Background: an optimization exercise with open tools, aiming at small area, a short achievable clock period and few clock cycles. Do not read the settings as production practice. No functional check of the RTL was part of any run shown here. Power is estimated from default activity; no workload was simulated.

==> flow/design.v, too long to show whole: its modules and the start of the top module <==
// module mvm_ctrl: 223 lines
// module mvm_cell: 29 lines
// module mvm_mac: 153 lines
// module mvm_mul_tree: 1714 lines
// module mvm_mul_fin: 416 lines
// module matrix_vector_multiply_top: 67 lines
module matrix_vector_multiply_top
(
    input  logic                 clk,
    input  logic                 rst_n,
    input  logic                 cfg_we,
    input  logic [CFG_IDX_W-1:0] cfg_index,
    input  logic [CFG_W-1:0]     cfg_data,
    input  logic                 in_valid,
    output logic                 in_ready,
    input  logic                 in_cmd,
    input  logic [VALUE_W-1:0]   in_value,
    output logic                 out_valid,
    input  logic                 out_ready,
    output logic [VALUE_W-1:0]   out_row_sum,
    output logic [ROW_W-1:0]     out_row_number,
    output logic                 out_last
);
  // ...
==> flow/flow/run.sh <==
#!/bin/bash
set -euo pipefail
bash standard.sh SETUP_SLACK_MARGIN=5.6 finish > make.log 2>&1
==> flow/standard.sh <==
#!/bin/bash
# synth_recipe.tcl (not shown) runs the flow's synth.tcl, then flattens the netlist and writes it again
# the make line also repeats each setting of config.mk as NAME=value (left out here)
make -C /OpenROAD-flow-scripts/flow DESIGN_CONFIG=/design/flow/config.mk WORK_HOME=/design/flow/orfs CLKGATE_MAP_FILE= SYNTH_SCRIPT=/design/flow/synth_recipe.tcl "${@:-finish}"
==> flow/config.mk <==
export PLATFORM = sky130hd
export DESIGN_NAME = matrix_vector_multiply_top
export DESIGN_NICKNAME = matrix_vector_multiply_top
export VERILOG_FILES = /design/flow/design.v
export SDC_FILE = /design/flow/constraint.sdc
export NUM_CORES = 4
export LEC_CHECK = 0
export CAP_MARGIN = 20
export CORE_MARGIN = 2
export CORE_UTILIZATION = 60
export CTS_BUF_LIST = sky130_fd_sc_hd__clkbuf_16
export CTS_CLUSTER_DIAMETER = 50
export CTS_CLUSTER_SIZE = 28
export PLACE_DENSITY = 0.75
export SETUP_SLACK_MARGIN = 5
export SLEW_MARGIN = 20
==> flow/constraint.sdc <==
create_clock -name core_clock -period 9.0 [get_ports {clk}]
set_input_delay 1.8000 -clock core_clock [delete_from_list [all_inputs] [get_ports {clk}]]
set_output_delay 1.8000 -clock core_clock [all_outputs]
set_load 0.01 [all_outputs]
==> flow_metrics.tcl, run 1 <==
set metrics [dict create \
    run_status "no timing/DRC/antenna violations" \
    post_cts_buffers 67 \
    critPathCapture "u_mac.keep_reg" \
    mostFrequentLayoutCell "sky130_fd_sc_hd__dfxtp_1" \
    pwr-share-seq 0.427 \
    hp-class "flip-flop to flip-flop" \
    pre_cts_slack_ns 3.632 \
    synth.cell_area_mm2 0.1005 \
    area_share_nonclk_buffers 0.03079 \
    synthXorXnorAreaFrac 0.06311 \
    power_switching_share 0.3495 \
    tap-cell-count 2204 \
    tritoncts "done" \
    portBuffers 86 \
    kind_of_cell_with_the_highest_combined_delay_on_the_critical_path "simple AND/OR/NAND/NOR gates" \
    initial_utilization 0.6029 \
    comb.multi_input.count 4537 \
    synth.largest_area_cell "sky130_fd_sc_hd__dfxtp_1" \
    standard_cell_with_the_maximum_stage_delay_on_the_critical_path "sky130_fd_sc_hd__or4_4" \
    routed.top_layer "met5" \
    place_hpwl_um 188900 \
    filler_cell_count 11931 \
    critical_path.n_buffers_inverters 3 \
    worstSetupStartpoint "u_mac.keep_reg" \
    met2RoutedLength_um 143700 \
    max_clock_freq_ghz 0.2337 \
    final_nets 8973 \
    tritoncts.num_buffers 162 \
    worstReg2RegStart "u_mac.keep_reg" \
    yosys.area_share.simple 0.04340 \
    slew_violations 0 \
    drt_first_pass_iters 9 \
    buffers_excl_clock 337 \
    pg_clk_mw 8.47 \
    antenna-diode-count 5 \
    power.net_switching_mw 11.58 \
    synth_top_family_by_area "compound AO/OA/AOI/OAI gates" \
    antenna_found_initial 10 \
    critical_path.endpoint_type "flip-flop" \
]
==> module mvm_mac, before the edit <==
module mvm_mac
(
    input  logic                      clk,
    input  logic                      rst_n,
    input  logic                      e_mat,
    input  logic [VALUE_W-1:0]        e_value,
    input  logic [VALUE_W-1:0]        e_x,
    input  logic                      e_first,
    input  logic                      e_emit,
    input  logic [ROW_W-1:0]          res_row,
    input  logic                      res_last,
    output logic                      out_valid,
    input  logic                      out_ready,
    output logic [VALUE_W-1:0]        row_sum,
    output logic [ROW_W-1:0]          row_number,
    output logic                      last
);
    localparam int ND = VALUE_W / 2;      
    logic [VALUE_W-1:0]        op_a_reg;
    logic [ND-1:0]             op_one_reg, op_two_reg, op_neg_reg;
    logic                      op_first_reg, op_emit_reg;
    logic [3:0][PROD_W-1:0]    part_reg;
    logic                      part_first_reg, part_emit_reg;
    logic [1:0][PROD_W-1:0]    two_reg;
    logic                      two_first_reg, two_emit_reg;
    logic [PROD_W-1:0]         prod_reg;
    logic                      prod_emit_reg;
    logic [PROD_W-1:0]         acc_reg;           
    logic                      sat_pos_reg, sat_neg_reg;   
    logic                      keep_reg, max_reg, min_reg;  
    logic                      fin_emit_reg;
    logic                      out_valid_reg;
    logic [VALUE_W-1:0]        row_sum_reg, row_sum_next;
    logic [ROW_W-1:0]          row_number_reg;
    logic                      last_reg;
    logic [VALUE_W:0]          xb;
    logic [ND-1:0]             one, two, neg;
    logic [3:0][PROD_W-1:0]    part;
    logic [PROD_W-1:0]         fin0, fin1;
    logic [PROD_W-1:0]         acc_base;
    localparam int HALF_W = PROD_W / 2;
    logic [PROD_W:0]           acc_wide;
    logic [HALF_W:0]           acc_lo, acc_hi0, acc_hi1;
    logic                      ovf_pos, ovf_neg;
    logic [PROD_W-FRAC_W-1:0]  acc_shift;
    always_comb
    begin
        xb = e_mat ? {e_value, 1'b0} : '0;
        for (int i = 0; i < ND; i++)
        begin
            one[i] = xb[2*i+1] ^ xb[2*i];
            two[i] = (xb[2*i+2] & ~xb[2*i+1] & ~xb[2*i]) | (~xb[2*i+2] & xb[2*i+1] & xb[2*i]);
            neg[i] = xb[2*i+2];
        end
    end
    mvm_mul_tree u_tree (
        .a   (op_a_reg),    
        .one (op_one_reg),
        .two (op_two_reg),
        .neg (op_neg_reg),
        .r0  (part[0]),
        .r1  (part[1]),
        .r2  (part[2]),
        .r3  (part[3])
    );
    mvm_mul_fin u_fin (
        .r0 (part_reg[0]),
        .r1 (part_reg[1]),
        .r2 (part_reg[2]),
        .r3 (part_reg[3]),
        .s0 (fin0),
        .s1 (fin1)
    );
    always_ff @(posedge clk or negedge rst_n)
    begin
        if (!rst_n)
        begin
            op_emit_reg   <= 1'b0;
            part_emit_reg <= 1'b0;
            two_emit_reg  <= 1'b0;
            prod_emit_reg <= 1'b0;
            fin_emit_reg  <= 1'b0;
            out_valid_reg <= 1'b0;
        end
        else
        begin
            op_emit_reg   <= e_mat && e_emit;
            part_emit_reg <= op_emit_reg;
            two_emit_reg  <= part_emit_reg;
            prod_emit_reg <= two_emit_reg;
            fin_emit_reg  <= prod_emit_reg;
            out_valid_reg <= fin_emit_reg || (out_valid_reg && !out_ready);
        end
    end
    always_comb
    begin
        for (int i = 0; i < PROD_W; i++)
            acc_base[i] = (keep_reg && acc_reg[i]) || ((i == PROD_W - 1) ? min_reg : max_reg);
        acc_lo   = {1'b0, acc_base[HALF_W-1:0]} + {1'b0, prod_reg[HALF_W-1:0]};
        acc_hi0  = {acc_base[PROD_W-1], acc_base[PROD_W-1:HALF_W]}
                 + {prod_reg[PROD_W-1], prod_reg[PROD_W-1:HALF_W]};
        acc_hi1  = {acc_base[PROD_W-1], acc_base[PROD_W-1:HALF_W]}
                 + {prod_reg[PROD_W-1], prod_reg[PROD_W-1:HALF_W]} + (HALF_W+1)'(1);
        acc_wide = {acc_lo[HALF_W] ? acc_hi1 : acc_hi0, acc_lo[HALF_W-1:0]};
        ovf_pos  = !acc_wide[PROD_W] && acc_wide[PROD_W-1];
        ovf_neg  = acc_wide[PROD_W] && !acc_wide[PROD_W-1];
    end
    always_ff @(posedge clk)
    begin
        op_a_reg       <= e_x;
        op_one_reg     <= one;
        op_two_reg     <= two;
        op_neg_reg     <= neg;
        op_first_reg   <= e_mat && e_first;
        part_reg       <= part;
        part_first_reg <= op_first_reg;
        two_reg        <= {fin1, fin0};
        two_first_reg  <= part_first_reg;
        prod_reg       <= two_reg[0] + two_reg[1];
        acc_reg        <= acc_wide[PROD_W-1:0];
        sat_pos_reg    <= ovf_pos;
        sat_neg_reg    <= ovf_neg;
        keep_reg       <= !two_first_reg && !ovf_pos && !ovf_neg;
        max_reg        <= !two_first_reg && ovf_pos;
        min_reg        <= !two_first_reg && ovf_neg;
    end
    always_comb
    begin
        acc_shift = acc_reg[PROD_W-1:FRAC_W];
        if (sat_pos_reg)
            row_sum_next = {1'b0, {(VALUE_W-1){1'b1}}};
        else if (sat_neg_reg)
            row_sum_next = {1'b1, {(VALUE_W-1){1'b0}}};
        else if (acc_shift[PROD_W-FRAC_W-1:VALUE_W-1] == '0 || acc_shift[PROD_W-FRAC_W-1:VALUE_W-1] == '1)
            row_sum_next = acc_shift[VALUE_W-1:0];
        else
            row_sum_next = acc_shift[PROD_W-FRAC_W-1] ? {1'b1, {(VALUE_W-1){1'b0}}}
                                                      : {1'b0, {(VALUE_W-1){1'b1}}};
    end
    always_ff @(posedge clk)
    begin
        if (fin_emit_reg)
        begin
            row_sum_reg    <= row_sum_next;
            row_number_reg <= res_row;
            last_reg       <= res_last;
        end
    end
    assign out_valid  = out_valid_reg;
    assign row_sum    = row_sum_reg;
    assign row_number = row_number_reg;
    assign last       = last_reg;
endmodule
==> run 2, diff against run 1 <==
--- a/flow/design.v
+++ b/flow/design.v
@@ -292,8 +292,6 @@
     logic                      op_first_reg, op_emit_reg;
     logic [3:0][PROD_W-1:0]    part_reg;
     logic                      part_first_reg, part_emit_reg;
-    logic [1:0][PROD_W-1:0]    two_reg;
-    logic                      two_first_reg, two_emit_reg;
     logic [PROD_W-1:0]         prod_reg;
     logic                      prod_emit_reg;
     logic [PROD_W-1:0]         acc_reg;           
@@ -307,16 +305,15 @@
     logic [VALUE_W:0]          xb;
     logic [ND-1:0]             one, two, neg;
     logic [3:0][PROD_W-1:0]    part;
-    logic [PROD_W-1:0]         fin0, fin1;
+    logic [PROD_W-1:0]         fin0, fin1, prod_sum, acc_sum;
+    logic                      prod_co, acc_co;
     logic [PROD_W-1:0]         acc_base;
-    localparam int HALF_W = PROD_W / 2;
     logic [PROD_W:0]           acc_wide;
-    logic [HALF_W:0]           acc_lo, acc_hi0, acc_hi1;
     logic                      ovf_pos, ovf_neg;
     logic [PROD_W-FRAC_W-1:0]  acc_shift;
     always_comb
     begin
-        xb = e_mat ? {e_value, 1'b0} : '0;
+        xb = {e_x, 1'b0};
         for (int i = 0; i < ND; i++)
         begin
             one[i] = xb[2*i+1] ^ xb[2*i];
@@ -325,7 +322,7 @@
         end
     end
     mvm_mul_tree u_tree (
-        .a   (op_a_reg),    
+        .a   (op_a_reg),
         .one (op_one_reg),
         .two (op_two_reg),
         .neg (op_neg_reg),
@@ -334,6 +331,7 @@
         .r2  (part[2]),
         .r3  (part[3])
     );
+    mvm_add64 u_padd (.a(fin0), .b(fin1), .s(prod_sum), .co(prod_co));
     mvm_mul_fin u_fin (
         .r0 (part_reg[0]),
         .r1 (part_reg[1]),
@@ -348,7 +346,6 @@
         begin
             op_emit_reg   <= 1'b0;
             part_emit_reg <= 1'b0;
-            two_emit_reg  <= 1'b0;
             prod_emit_reg <= 1'b0;
             fin_emit_reg  <= 1'b0;
             out_valid_reg <= 1'b0;
@@ -357,43 +354,36 @@
         begin
             op_emit_reg   <= e_mat && e_emit;
             part_emit_reg <= op_emit_reg;
-            two_emit_reg  <= part_emit_reg;
-            prod_emit_reg <= two_emit_reg;
+            prod_emit_reg <= part_emit_reg;
             fin_emit_reg  <= prod_emit_reg;
             out_valid_reg <= fin_emit_reg || (out_valid_reg && !out_ready);
         end
     end
+    mvm_add64 u_aadd (.a(acc_base), .b(prod_reg), .s(acc_sum), .co(acc_co));
     always_comb
     begin
         for (int i = 0; i < PROD_W; i++)
             acc_base[i] = (keep_reg && acc_reg[i]) || ((i == PROD_W - 1) ? min_reg : max_reg);
-        acc_lo   = {1'b0, acc_base[HALF_W-1:0]} + {1'b0, prod_reg[HALF_W-1:0]};
-        acc_hi0  = {acc_base[PROD_W-1], acc_base[PROD_W-1:HALF_W]}
-                 + {prod_reg[PROD_W-1], prod_reg[PROD_W-1:HALF_W]};
-        acc_hi1  = {acc_base[PROD_W-1], acc_base[PROD_W-1:HALF_W]}
-                 + {prod_reg[PROD_W-1], prod_reg[PROD_W-1:HALF_W]} + (HALF_W+1)'(1);
-        acc_wide = {acc_lo[HALF_W] ? acc_hi1 : acc_hi0, acc_lo[HALF_W-1:0]};
+        acc_wide = {acc_base[PROD_W-1] ^ prod_reg[PROD_W-1] ^ acc_co, acc_sum};
         ovf_pos  = !acc_wide[PROD_W] && acc_wide[PROD_W-1];
         ovf_neg  = acc_wide[PROD_W] && !acc_wide[PROD_W-1];
     end
     always_ff @(posedge clk)
     begin
-        op_a_reg       <= e_x;
+        op_a_reg       <= e_mat ? e_value : '0;
         op_one_reg     <= one;
         op_two_reg     <= two;
         op_neg_reg     <= neg;
         op_first_reg   <= e_mat && e_first;
         part_reg       <= part;
         part_first_reg <= op_first_reg;
-        two_reg        <= {fin1, fin0};
-        two_first_reg  <= part_first_reg;
-        prod_reg       <= two_reg[0] + two_reg[1];
+        prod_reg       <= prod_sum;
         acc_reg        <= acc_wide[PROD_W-1:0];
         sat_pos_reg    <= ovf_pos;
         sat_neg_reg    <= ovf_neg;
-        keep_reg       <= !two_first_reg && !ovf_pos && !ovf_neg;
-        max_reg        <= !two_first_reg && ovf_pos;
-        min_reg        <= !two_first_reg && ovf_neg;
+        keep_reg       <= !part_first_reg && !ovf_pos && !ovf_neg;
+        max_reg        <= !part_first_reg && ovf_pos;
+        min_reg        <= !part_first_reg && ovf_neg;
     end
     always_comb
     begin
@@ -422,6 +412,40 @@
     assign row_number = row_number_reg;
     assign last       = last_reg;
 endmodule
+module mvm_add64
+(
+    input  logic [63:0] a,
+    input  logic [63:0] b,
+    output logic [63:0] s,
+    output logic        co
+);
+    logic [6:0][63:0] g, p;
+    always_comb
+    begin
+        g[0] = a & b;
+        p[0] = a ^ b;
+        for (int l = 0; l < 6; l++)
+        begin
+            for (int i = 0; i < 64; i++)
+            begin
+                if (((i >> l) & 1) == 1)
+                begin
+                    g[l+1][i] = g[l][i] | (p[l][i] & g[l][((i >> l) << l) - 1]);
+                    p[l+1][i] = p[l][i] & p[l][((i >> l) << l) - 1];
+                end
+                else
+                begin
+                    g[l+1][i] = g[l][i];
+                    p[l+1][i] = p[l][i];
+                end
+            end
+        end
+        s[0] = p[0][0];
+        for (int i = 1; i < 64; i++)
+            s[i] = p[0][i] ^ g[6][i-1];
+        co = g[6][63];
+    end
+endmodule
 module mvm_mul_tree
 (
     input  logic [31:0] a,
==> flow_metrics.tcl, run 2 <==
set metrics [dict create \
    run_status "no timing/DRC/antenna violations" \
    cts-root-buf "sky130_fd_sc_hd__clkbuf_16" \
    synthMostInstantiatedCell "sky130_fd_sc_hd__dfxtp_1" \
    power.internal_mw 19.57 \
    drtIter0Drc 10680 \
    layout.cells.most_common_list "sky130_fd_sc_hd__dfxtp_1, sky130_fd_sc_hd__a22oi_1, sky130_fd_sc_hd__a22o_1" \
    synth.yosys.warnings 4 \
    max_slew_margin 0.1675 \
    hp-class "flip-flop to flip-flop" \
    synth_edf_count 81 \
    start_kind "flip-flop" \
    synth.top_cells.by_count "sky130_fd_sc_hd__dfxtp_1, sky130_fd_sc_hd__a22oi_1, sky130_fd_sc_hd__clkbuf_1, sky130_fd_sc_hd__a22o_1, sky130_fd_sc_hd__fa_1" \
    drt-total-wl_um 331000 \
    crit_arrival_ns 4.57 \
    globalRouteMet1Util 0.4852 \
    globalRouteMet3Util 0.1020 \
    tightestPinTransition_ns 1.238 \
    antenna_found_initial 9 \
    dr_total_vias 70018 \
    die_w_um 404.9 \
    layout-area-overhead-vs-synth_pct 12.14 \
    timing.final.crit_period_ns 3.874 \
    ys_types 81 \
    hold-worst-slack_ns 0.3307 \
    portBuffers 86 \
    floorplan.rows 147 \
    drc 0 \
    slew_violations 0 \
    mostFrequentLayoutCell "sky130_fd_sc_hd__dfxtp_1" \
    yosys_register_bits 2624 \
    static-leakage-power_nw 42.82 \
    syn-instance-count 7903 \
    largest_register_ff_count 2048 \
    most_frequent_cp_cell "sky130_fd_sc_hd__fa_1" \
    clock_power_share 0.292 \
    postCtsHoldBufs 0 \
    global_route.usage.met2 0.5933 \
    cpPeakStageDelay_ns 0.59 \
    post_drt_wl_per_cell_um 32.82 \
    antenna_violating_nets_post_route 0 \
    tritoncts.num_buffers 165 \
    required_time_at_the_endpoint_of_the_critical_path_ns 9.69 \
    synth.largest_area_cell "sky130_fd_sc_hd__dfxtp_1" \
    die_outline_height_um 404.9 \
    timing.max_cap.violations 0 \
    grt_util_all_layers 0.3879 \
    vdd_ir_drop_max_mv 0.3324 \
    share_of_synthesized_area_occupied_by_flip_flops_and_latches 0.5560 \
    clock_path_buffers 3 \
    power_switching_share 0.3361 \
    pwr-share-seq 0.447 \
    ys_top_cells_by_area "sky130_fd_sc_hd__dfxtp_1, sky130_fd_sc_hd__fa_1, sky130_fd_sc_hd__a22oi_1" \
    max_clock_freq_ghz 0.2582 \
    boundaryPins 87 \
    critical_path.n_buffers_inverters 2 \
    cts_max_level 4 \
    share_of_cells_above_drive_strength_1 0.1155 \
    fp.coreArea_mm2 0.1600 \
    clk_pin_slew_worst_paths_ns 0.09 \
    hold_viol_final 0 \
    grt_first_pass_wirelength_um 463700 \
    place_hpwl_um 195000 \
    power_frac_comb 0.261 \
    syn-num-nets 8656 \
    rsz0062_at_grt "true" \
    critical_path.endpoint_type "flip-flop" \
    synth.cell_area_mm2 0.09643 \
    kind_of_cell_with_the_highest_combined_delay_on_the_critical_path "adder cells" \
    insertion_delay_ns 0.87 \
    drt_first_pass_iters 9 \
    via_count_of_the_first_global_routing_pass 69874 \
    initial_utilization 0.6026 \
    grt_max_degree 94 \
    setup-tns-final_ns 0 \
    place.gp.congestion 0.9457 \
    critical_path_class "flip-flop to flip-flop" \
    tritoncts_num_sinks 2624 \
    total_power_divided_by_cell_area_mw_per_mm2 272.7 \
    standard_cell_with_the_maximum_stage_delay_on_the_critical_path "sky130_fd_sc_hd__fa_1" \
    worst-path-max-fanout 5 \
    tritoncts "done" \
    total_congestion_overflow_after_global_routing 0 \
    filler_cell_count 11355 \
    synth_largest_type_area_fraction 0.5167 \
    final-setup-viol-count 0 \
    fin_skew_ns 0.1016 \
    power.net_switching_mw 9.909 \
    busiest_layer "met2" \
    syn_area_per_cell_um2 12.20 \
    synth_flop_cell "sky130_fd_sc_hd__dfxtp_1" \
    vias_per_cell 6.942 \
    die-area_mm2 0.1639 \
    asyncSetResetFlopFracSynth 0.02058 \
    final_min_period_over_clock_period 0.4304 \
    worstPathCellList "fa_1 > fa_1 > ha_4 > buf_4 > nand2_1 > o21ai_0 > a311oi_2 > o21ai_1 > a21oi_4 > buf_6 > o21ai_2 > o211ai_1 > or4b_1 > o311ai_1" \
    final_nets 8608 \
]
run 2: cell count changes after synthesis, sizes merged, moves of 33 or more:
cell	change
a21oi	-60
a221oi	-109
a22o	-109
a22oi	+216
buf	+35
clkbuf	-85
dfxtp	-117
nand2	-33
nor2	-61
o21ai	-33
xnor2	-52
run 2: cell type report:
| cell class | instances | area (µm²) | share of cell area |
|---|---|---|---|
| Clock inverter | 139 | 1912 | 0.01768 |
| Timing Repair Buffer | 328 | 3535 | 0.03269 |
| Antenna cell | 3 | 7.507 | 0.00006942 |
| Sequential cell | 2624 | 53830 | 0.4978 |
| Clock buffer | 170 | 4254 | 0.03934 |
| Tap cell | 2086 | 2610 | 0.02414 |
| Inverter | 424 | 1607 | 0.01486 |
| Multi-Input combinational cell | 4312 | 40380 | 0.3734 |
run 2: path summary, 6_finish.rpt:
kind                                      end  slack (ns)               start  cells past startpoint
max                        u_mac.prod_reg[49]        5.13  u_mac.part_reg[35]                     14
min                        u_store.ring[1101]        0.33  u_store.ring[1133]                      0
max reg2reg                u_mac.prod_reg[49]        5.13  u_mac.part_reg[35]                     14
min reg2reg                u_store.ring[1101]        0.33  u_store.ring[1133]                      0
max in group asynchronous  u_mac.fin_emit_reg        7.41               rst_n                      2
min in group asynchronous  u_ctrl.rows_reg[0]        1.04               rst_n                      2
run 2: per-layer routing:
layer,share of wire,routed length [µm]
met1,0.35,115400
met2,0.43,142900
met3,0.14,44690
met4,0.085,28000
met5,0.00014,46
run 2: kinds of logic after synthesis:
family,share of synthesized area
AND/OR/NAND/NOR,0.04244
XOR/XNOR,0.06085
flip-flops,0.5560
multiplexers,0.009342
AO/OA/AOI/OAI,0.1683
adder cells (fa/ha/maj),0.1254
buffers and inverters,0.03773
run 2: what timing repair did:
item | 4_1_cts | 5_1_grt
resized for setup | 242 | 149
gates cloned | 2 | 4
setup endpoints to repair | 345 | 203
pin swaps | 76 | 67
setup buffers | 57 | 37
hold endpoints to repair | 0 | 0
run 2: through the flow:
stage,utilization,cell area (µm²),worst slack [ns],instances,power (mW)
6_report,0.6758,108100,5.127,10086,29.48
5_1_grt,0.6757,108100,5.024,10083,30.45
4_1_cts,0.6677,106800,5.119,10042,28.62
3_5_place_dp,0.6205,99290,3.543,9674,19.52
3_3_place_gp,0.6204,99270,3.661,9674,19.29
2_1_floorplan,-,96640,5.330,7903,17.46
run 2: power groups by stage:
stage	Clock, mW	Combinational, mW	Sequential [mW]
finish	8.60	7.69	13.2
global placement	0	5.87	13.4
detailed placement	0	6.08	13.4
floorplan	0	4.57	12.9
global route	9.03	8.21	13.2
CTS	8.58	6.87	13.2

## port drivers added, routing unchanged
The flow's constraints put no driver on any port. The routed layouts listed below were extracted and timed again, unchanged, in two steps. Step 1 (the two cells are an assumption about what drives the block):
set clk [get_ports {clk}]
set_driving_cell -lib_cell sky130_fd_sc_hd__clkbuf_16 $clk
set_driving_cell -lib_cell sky130_fd_sc_hd__buf_2 [delete_from_list [all_inputs] $clk]
Step 2 also shifts input and output timing later by t, the mid clock arrival at the registers, as if the neighbouring blocks saw the same clock. Slacks: ideal ports / drivers / drivers and shift; pairs: ideal ports / drivers.
run	t (ns)	slack for setup (ns)	worst setup path after step 2	pins driven straight from the clock port
run 1	0.945	4.722 / 4.722 / 4.722	register to register	1
run 2	0.918	5.127 / 5.126 / 4.866	input to register	1
After both steps setup and hold are still met in every run listed. For run 2, which loses most, drivers alone change the setup slack by -0.001 ns; drivers and shift together by -0.261 ns.
